What follows belongs to an exercise in optimizing a design on an open flow for small area, a short achievable clock period and few clock cycles; a production flow would make more cautious choices.
At most, simulation tests tie the RTL to the original design; equivalence was not proved.
No activity file was given, so power comes from the tool's default toggle rates.

Setup of alpha:
==> module exec_alu, before the edit <==
module exec_alu (
   input  wire  [exec_pkg::XLEN-1:0]      a,
   input  wire  [exec_pkg::XLEN-1:0]      b,
   input  wire                            is_add,
   input  wire                            is_sub,
   input  wire                            is_shift,
   input  wire                            shl,
   input  wire                            sar,
   input  wire  [3:0]                     tt,
   input  wire                            is_setf,
   input  wire                            cond_met,
   output logic [exec_pkg::XLEN-1:0]      result,
   output logic                           cy,
   output logic                           ov
);
   localparam int W = exec_pkg::XLEN;
   logic [W-1:0] bx, sum, sh_in, sh_out, sh_rev, bitw;
   logic         co, fill;
   logic [W:0]   sh_wide;
   assign bx        = b ^ {W{is_sub}};
   assign {co, sum} = {1'b0, a} + {1'b0, bx} + {{W{1'b0}}, is_sub};
   assign cy        = co ^ is_sub;
   assign ov        = (a[W-1] == bx[W-1]) && (sum[W-1] != a[W-1]);
   always_comb begin
      for (int i = 0; i < W; i++) sh_in[i] = shl ? a[W-1-i] : a[i];
   end
   assign fill   = sar & a[W-1];
   assign sh_wide = $signed({fill, sh_in}) >>> b[4:0];
   assign sh_out  = sh_wide[W-1:0];
   always_comb begin
      for (int i = 0; i < W; i++) sh_rev[i] = shl ? sh_out[W-1-i] : sh_out[i];
   end
   always_comb begin
      for (int i = 0; i < W; i++) bitw[i] = tt[{a[i], b[i]}];
   end
   always_comb begin
      result    = bitw | (is_add ? sum : '0) | (is_shift ? sh_rev : '0);
      result[0] = result[0] | (is_setf & cond_met);
   end
endmodule
clock: 12.0 ns
lec_check: 0
cap_margin: 20
core_margin: 2
core_utilization: 30
slew_margin: 20
synth_hierarchical: 1
standard.sh (not shown) runs the stock make flow with config.mk's settings and CLKGATE_MAP_FILE= SYNTH_SCRIPT=/design/flow/synth_recipe.tcl, a recipe that flattens the netlist after the stock synthesis.
==> flow/flow/run.sh <==
#!/bin/bash
set -euo pipefail
cd "$(dirname "$0")/.."
args=()
while IFS= read -r line; do
  [[ -z "$line" || "$line" == \#* ]] && continue
  args+=("$line")
done < flow/knobs.txt
bash standard.sh "${args[@]}" finish > flow_make.log 2>&1
==> flow/flow/knobs.txt <==
SETUP_SLACK_MARGIN=8.3
CTS_ARGS=-sink_clustering_enable -repair_clock_nets -dont_use_dummy_load -sink_clustering_size 24 -sink_clustering_max_diameter 150
alpha did not run to completion, as it errored out during global routing (5_1_grt).
Testbench counts of alpha, summed over its fixed seeds: cycles 24,024.
The inputs of gamma differ from those of alpha as listed below.
==> flow/design.v, changed modules only <==
module exec_alu (
   input  wire  [exec_pkg::XLEN-1:0]      a,
   input  wire  [exec_pkg::XLEN-1:0]      b,
   input  wire                            is_add,
   input  wire                            is_sub,
   input  wire                            is_shift,
   input  wire                            shl,
   input  wire                            sar,
   input  wire  [3:0]                     tt,
   input  wire                            is_setf,
   input  wire                            cond_met,
   output logic [exec_pkg::XLEN-1:0]      result,
   output logic                           cy,
   output logic                           ov
);
   localparam int W = exec_pkg::XLEN;
   logic [W-1:0] bx, sum, sh_in, sh_out, sh_rev, bitw;
   logic         co, fill;
   logic [W:0]   sh_wide;
   assign bx        = b ^ {W{is_sub}};
   logic [W-1:0] pg, pp, gg, gp, ng, np;
   always_comb begin
      pg = a & bx;
      pp = a ^ bx;
      gg = pg;
      gp = pp;
      gg[0] = pg[0] | (pp[0] & is_sub);
      for (int l = 0; l < 5; l++) begin
         ng = gg;
         np = gp;
         for (int i = 0; i < W; i++) begin
            if (i & (1 << l)) begin
               ng[i] = gg[i] | (gp[i] & gg[(i >> l << l) - 1]);
               np[i] = gp[i] & gp[(i >> l << l) - 1];
            end
         end
         gg = ng;
         gp = np;
      end
      sum = pp ^ {gg[W-2:0], is_sub};
      co  = gg[W-1];
   end
   assign cy        = co ^ is_sub;
   assign ov        = (a[W-1] == bx[W-1]) && (sum[W-1] != a[W-1]);
   always_comb begin
      for (int i = 0; i < W; i++) sh_in[i] = shl ? a[W-1-i] : a[i];
   end
   assign fill   = sar & a[W-1];
   assign sh_wide = $signed({fill, sh_in}) >>> b[4:0];
   assign sh_out  = sh_wide[W-1:0];
   always_comb begin
      for (int i = 0; i < W; i++) sh_rev[i] = shl ? sh_out[W-1-i] : sh_out[i];
   end
   always_comb begin
      for (int i = 0; i < W; i++) bitw[i] = tt[{a[i], b[i]}];
   end
   always_comb begin
      result    = bitw | (is_add ? sum : '0) | (is_shift ? sh_rev : '0);
      result[0] = result[0] | (is_setf & cond_met);
   end
endmodule
## What came out
Between gamma and alpha, the total of buffers placed on input and output ports does not differ in any meaningful way.
Summary — final weighted congestion in routability-driven placement, gamma relative to alpha: lower, by about 6.5%.
Count of mapped cells out of synthesis: gamma < alpha
gamma gives less placed instance area than alpha did.
Height of the chip: lower on gamma
Looking at effective utilization at floorplan, gamma sits 0.15 points lower than alpha does.
Compared with alpha, gamma shows total standard cell area after synthesis that has gone down slightly.
The flow did not stop early for gamma: all stages ran, and the layout cleared the timing, DRC and antenna checks.
Testbench counts of gamma, summed over its fixed seeds: cycles 24,024.

---

Another version of the RTL of exec_unit (not shown whole).
Size: roughly 3900 cells after synthesis, ~1100 flip-flops, roughly 64 I/O pins, roughly 0.052 mm² of cells after synthesis.
==> module exec_regfile, before the edit <==
module exec_regfile (
   input  wire                           CLK,
   input  wire  [exec_pkg::REG_AW-1:0]   rs_addr,
   input  wire  [exec_pkg::REG_AW-1:0]   rd_addr,
   output logic [exec_pkg::XLEN-1:0]     rs_data,
   output logic [exec_pkg::XLEN-1:0]     rd_data,
   input  wire                           wr_en,
   input  wire  [exec_pkg::REG_AW-1:0]   wr_addr,
   input  wire  [exec_pkg::XLEN-1:0]     wr_data
);
   logic [exec_pkg::XLEN-1:0] regs [1:(1 << exec_pkg::REG_AW)-1];
   always_comb begin
      rs_data = '0;
      rd_data = '0;
      for (int k = 1; k < (1 << exec_pkg::REG_AW); k++) begin
         rs_data = rs_data | ({exec_pkg::XLEN{rs_addr == k}} & regs[k]);
         rd_data = rd_data | ({exec_pkg::XLEN{rd_addr == k}} & regs[k]);
      end
   end
   always_ff @(posedge CLK) begin
      if (wr_en && wr_addr != '0) begin
         regs[wr_addr] <= wr_data;
      end
   end
endmodule
==> module exec_unit, before the edit <==
module exec_unit (
   input  wire                           CLK,
   input  wire                           arst_n,
   input  wire                           ins_valid,
   input  wire  [exec_pkg::INS_W-1:0]    ins,
   output wire                           busy,
   output wire                           done,
   output wire                           halted,
   output wire                           wr_en,
   output wire  [exec_pkg::REG_AW-1:0]   wr_addr,
   output wire  [exec_pkg::XLEN-1:0]     wr_data,
   output wire  [exec_pkg::FLAG_W-1:0]   flags
);
   localparam int W  = exec_pkg::XLEN;
   localparam int AW = exec_pkg::REG_AW;
   wire                     accept;
   logic                    v_d;
   logic [exec_pkg::INS_W-1:0] ir_d;
   exec_ctrl u_ctrl (
      .CLK(CLK), .arst_n(arst_n), .ins_valid(ins_valid),
      .ins_halt(ins[exec_pkg::OPC_LSB +: exec_pkg::OPC_W] == exec_pkg::OP_HALT),
      .halt_done(halt_w), .accept(accept), .busy(busy), .halted(halted)
   );
   always_ff @(posedge CLK or negedge arst_n) begin
      if (!arst_n) v_d <= 1'b0;
      else         v_d <= accept;
   end
   always_ff @(posedge CLK) ir_d <= ins;
   wire [AW-1:0]               rs_d, rd_d;
   wire [exec_pkg::IMM_W-1:0]  imm5_d;
   wire [exec_pkg::COND_W-1:0] cond_d;
   wire [3:0]                  tt_d;
   wire                        use_imm_d, imm_sext_d, is_add_d, is_sub_d, is_shift_d, shl_d, sar_d;
   wire                        is_setf_d, upd_arith_d, upd_logic_d, reg_write_d, is_halt_d;
   wire [W-1:0]                rs_data, rd_data;
   logic [W-1:0]               a_r, b_r;
   exec_decode u_decode (
      .ir(ir_d), .rs_addr(rs_d), .rd_addr(rd_d), .imm5(imm5_d), .use_imm(use_imm_d),
      .imm_sext(imm_sext_d), .is_add(is_add_d), .is_sub(is_sub_d), .is_shift(is_shift_d),
      .shl(shl_d), .sar(sar_d), .tt(tt_d), .is_setf(is_setf_d), .cond(cond_d),
      .upd_arith(upd_arith_d), .upd_logic(upd_logic_d), .reg_write(reg_write_d),
      .is_halt(is_halt_d)
   );
   logic          done_w, wr_w, upd_arith_w, upd_logic_w, halt_w, cy_w, ov_w;
   logic [AW-1:0] rd_w;
   logic [W-1:0]  res_w;
   exec_regfile u_regfile (
      .CLK(CLK), .rs_addr(rs_d), .rd_addr(rd_d),
      .rs_data(rs_data), .rd_data(rd_data),
      .wr_en(wr_w), .wr_addr(rd_w), .wr_data(res_w)
   );
   assign a_r = (wr_w && rd_w == rd_d) ? res_w : rd_data;
   assign b_r = use_imm_d ? {{(W-exec_pkg::IMM_W){imm_sext_d & imm5_d[exec_pkg::IMM_W-1]}}, imm5_d}
              : (wr_w && rd_w == rs_d) ? res_w : rs_data;
   logic                        v_x, fwd_a_x, fwd_b_x;
   logic                        is_add_x, is_sub_x, is_shift_x, shl_x, sar_x, is_setf_x;
   logic                        upd_arith_x, upd_logic_x, reg_write_x, is_halt_x;
   logic [3:0]                  tt_x;
   logic [exec_pkg::COND_W-1:0] cond_x;
   logic [AW-1:0]               rd_x;
   logic [W-1:0]                a_x, b_x;
   always_ff @(posedge CLK or negedge arst_n) begin
      if (!arst_n) v_x <= 1'b0;
      else         v_x <= v_d;
   end
   always_ff @(posedge CLK) begin
      a_x         <= a_r;
      b_x         <= b_r;
      fwd_a_x     <= v_x && reg_write_x && rd_x == rd_d;
      fwd_b_x     <= v_x && reg_write_x && rd_x == rs_d && !use_imm_d;
      is_add_x    <= is_add_d;
      is_sub_x    <= is_sub_d;
      is_shift_x  <= is_shift_d;
      shl_x       <= shl_d;
      sar_x       <= sar_d;
      tt_x        <= tt_d;
      is_setf_x   <= is_setf_d;
      cond_x      <= cond_d;
      upd_arith_x <= upd_arith_d;
      upd_logic_x <= upd_logic_d;
      reg_write_x <= reg_write_d;
      is_halt_x   <= is_halt_d;
      rd_x        <= rd_d;
   end
   wire [W-1:0] op_a = fwd_a_x ? res_w : a_x;
   wire [W-1:0] op_b = fwd_b_x ? res_w : b_x;
   wire [W-1:0] result;
   wire         cy, ov, cond_met;
   exec_alu u_alu (
      .a(op_a), .b(op_b), .is_add(is_add_x), .is_sub(is_sub_x), .is_shift(is_shift_x),
      .shl(shl_x), .sar(sar_x), .tt(tt_x), .is_setf(is_setf_x), .cond_met(cond_met),
      .result(result), .cy(cy), .ov(ov)
   );
   always_ff @(posedge CLK or negedge arst_n) begin
      if (!arst_n) begin
         done_w      <= 1'b0;
         wr_w        <= 1'b0;
         upd_arith_w <= 1'b0;
         upd_logic_w <= 1'b0;
         halt_w      <= 1'b0;
      end else begin
         done_w      <= v_x;
         wr_w        <= v_x & reg_write_x;
         upd_arith_w <= v_x & upd_arith_x;
         upd_logic_w <= v_x & upd_logic_x;
         halt_w      <= v_x & is_halt_x;
      end
   end
   always_ff @(posedge CLK) begin
      res_w <= result;
      cy_w  <= cy;
      ov_w  <= ov;
      rd_w  <= rd_x;
   end
   exec_flags u_flags (
      .CLK(CLK), .arst_n(arst_n), .upd_arith(upd_arith_w), .upd_logic(upd_logic_w),
      .result(res_w), .cy(cy_w), .ov(ov_w), .cond(cond_x),
      .flags(flags), .cond_met(cond_met)
   );
   assign done    = done_w;
   assign wr_en   = wr_w;
   assign wr_addr = rd_w;
   assign wr_data = res_w;
endmodule
==> flow/config.mk <==
export PLATFORM = sky130hd
export DESIGN_NAME = exec_unit
export DESIGN_NICKNAME = exec_unit
export VERILOG_FILES = /design/flow/design.v
export SDC_FILE = /design/flow/constraint.sdc
export NUM_CORES = 4
export LEC_CHECK = 0
export CAP_MARGIN = 20
export CORE_MARGIN = 2
export CORE_UTILIZATION = 30
export SLEW_MARGIN = 20
==> flow/constraint.sdc <==
create_clock -name core_clock -period 12.0 [get_ports {CLK}]
set_input_delay 2.4000 -clock core_clock [delete_from_list [all_inputs] [get_ports {CLK}]]
set_output_delay 2.4000 -clock core_clock [all_outputs]
set_load 0.01 [all_outputs]
==> flow/flow/run.sh <==
#!/bin/bash
set -euo pipefail
cd "$(dirname "$0")/.."
MARGIN=$(cat flow/margin.txt)
bash standard.sh SETUP_SLACK_MARGIN="$MARGIN" finish > flow_make.log 2>&1
==> flow/flow/margin.txt <==
8.2
The starting point finished clean.
Edit:
--- a/flow/design.v
+++ b/flow/design.v
@@ -60,27 +60,27 @@
    } ctrl_state_t;
 endpackage
 `default_nettype wire
 `default_nettype none
 module exec_regfile (
    input  wire                           CLK,
-   input  wire  [exec_pkg::REG_AW-1:0]   rs_addr,
-   input  wire  [exec_pkg::REG_AW-1:0]   rd_addr,
+   input  wire  [(1 << exec_pkg::REG_AW)-1:0] rs_sel,
+   input  wire  [(1 << exec_pkg::REG_AW)-1:0] rd_sel,
    output logic [exec_pkg::XLEN-1:0]     rs_data,
    output logic [exec_pkg::XLEN-1:0]     rd_data,
    input  wire                           wr_en,
    input  wire  [exec_pkg::REG_AW-1:0]   wr_addr,
    input  wire  [exec_pkg::XLEN-1:0]     wr_data
 );
    logic [exec_pkg::XLEN-1:0] regs [1:(1 << exec_pkg::REG_AW)-1];
    always_comb begin
       rs_data = '0;
       rd_data = '0;
       for (int k = 1; k < (1 << exec_pkg::REG_AW); k++) begin
-         rs_data = rs_data | ({exec_pkg::XLEN{rs_addr == k}} & regs[k]);
-         rd_data = rd_data | ({exec_pkg::XLEN{rd_addr == k}} & regs[k]);
+         rs_data = rs_data | ({exec_pkg::XLEN{rs_sel[k]}} & regs[k]);
+         rd_data = rd_data | ({exec_pkg::XLEN{rd_sel[k]}} & regs[k]);
       end
    end
    always_ff @(posedge CLK) begin
       if (wr_en && wr_addr != '0) begin
          regs[wr_addr] <= wr_data;
       end
@@ -304,13 +304,20 @@
       .halt_done(halt_w), .accept(accept), .busy(busy), .halted(halted)
    );
    always_ff @(posedge CLK or negedge arst_n) begin
       if (!arst_n) v_d <= 1'b0;
       else         v_d <= accept;
    end
-   always_ff @(posedge CLK) ir_d <= ins;
+   logic [(1 << AW)-1:0] rs_sel_d, rd_sel_d;
+   always_ff @(posedge CLK) begin
+      ir_d <= ins;
+      for (int k = 0; k < (1 << AW); k++) begin
+         rs_sel_d[k] <= (ins[exec_pkg::RS_LSB +: AW] == k);
+         rd_sel_d[k] <= (ins[exec_pkg::RD_LSB +: AW] == k);
+      end
+   end
    wire [AW-1:0]               rs_d, rd_d;
    wire [exec_pkg::IMM_W-1:0]  imm5_d;
    wire [exec_pkg::COND_W-1:0] cond_d;
    wire [3:0]                  tt_d;
    wire                        use_imm_d, imm_sext_d, is_add_d, is_sub_d, is_shift_d, shl_d, sar_d;
    wire                        is_setf_d, upd_arith_d, upd_logic_d, reg_write_d, is_halt_d;
@@ -324,13 +331,13 @@
       .is_halt(is_halt_d)
    );
    logic          done_w, wr_w, upd_arith_w, upd_logic_w, halt_w, cy_w, ov_w;
    logic [AW-1:0] rd_w;
    logic [W-1:0]  res_w;
    exec_regfile u_regfile (
-      .CLK(CLK), .rs_addr(rs_d), .rd_addr(rd_d),
+      .CLK(CLK), .rs_sel(rs_sel_d), .rd_sel(rd_sel_d),
       .rs_data(rs_data), .rd_data(rd_data),
       .wr_en(wr_w), .wr_addr(rd_w), .wr_data(res_w)
    );
    assign a_r = (wr_w && rd_w == rd_d) ? res_w : rd_data;
    assign b_r = use_imm_d ? {{(W-exec_pkg::IMM_W){imm_sext_d & imm5_d[exec_pkg::IMM_W-1]}}, imm5_d}
               : (wr_w && rd_w == rs_d) ? res_w : rs_data;
What happened: The changed run completed with no timing, DRC or antenna violations. Design area rises slightly. Setup slack is better by 220 ps. Hold slack is worse by 11 ps. Critical path depth falls by 5. Via count rises slightly. Power rises by a few percent. Count of clock-buffer cells in the layout rises by 18. Clock skew falls by 8.4 ps. Sequential cell count rises by 62. Combinational power falls by a few percent. Routed wire length rises by a few percent.
Testbench counts after the change, summed over its fixed seeds: cycles 24,024.
For the first run of this note, only the layout was checked, not whether the RTL still works.

-- afterwards: timing with drivers on the ports --
The results above use ideal ports. As a check the final layouts listed here were re-extracted and re-timed, cells and wires unchanged.
Step 1: set_driving_cell puts a clkbuf_16 on CLK and a buf_2 on each other input, an assumption about the parent block.
Step 2 moves the port delays by t, midway between the first and last clock arrival at a register: inputs arrive t later, outputs are due t later. That takes back most of the time a late clock gives input paths.
Three values: ideal, step 1, step 2; two values: the first two.
run | t (ns) | slack for setup (ns) | slew at the worst register clock pin (ns)
gamma | 0.790 | 8.329 / 8.239 / 7.818 | 0.10 / 0.10
the first run of note 2 | 0.853 | 7.923 / 7.923 / 7.923 | 0.07 / 0.07
the second run of note 2 | 0.847 | 8.145 / 8.060 / 8.089 | 0.08 / 0.08
After both steps every run listed still meets setup and hold. For gamma, which loses most, drivers alone change the setup slack by -0.090 ns; drivers and shift together by -0.511 ns.
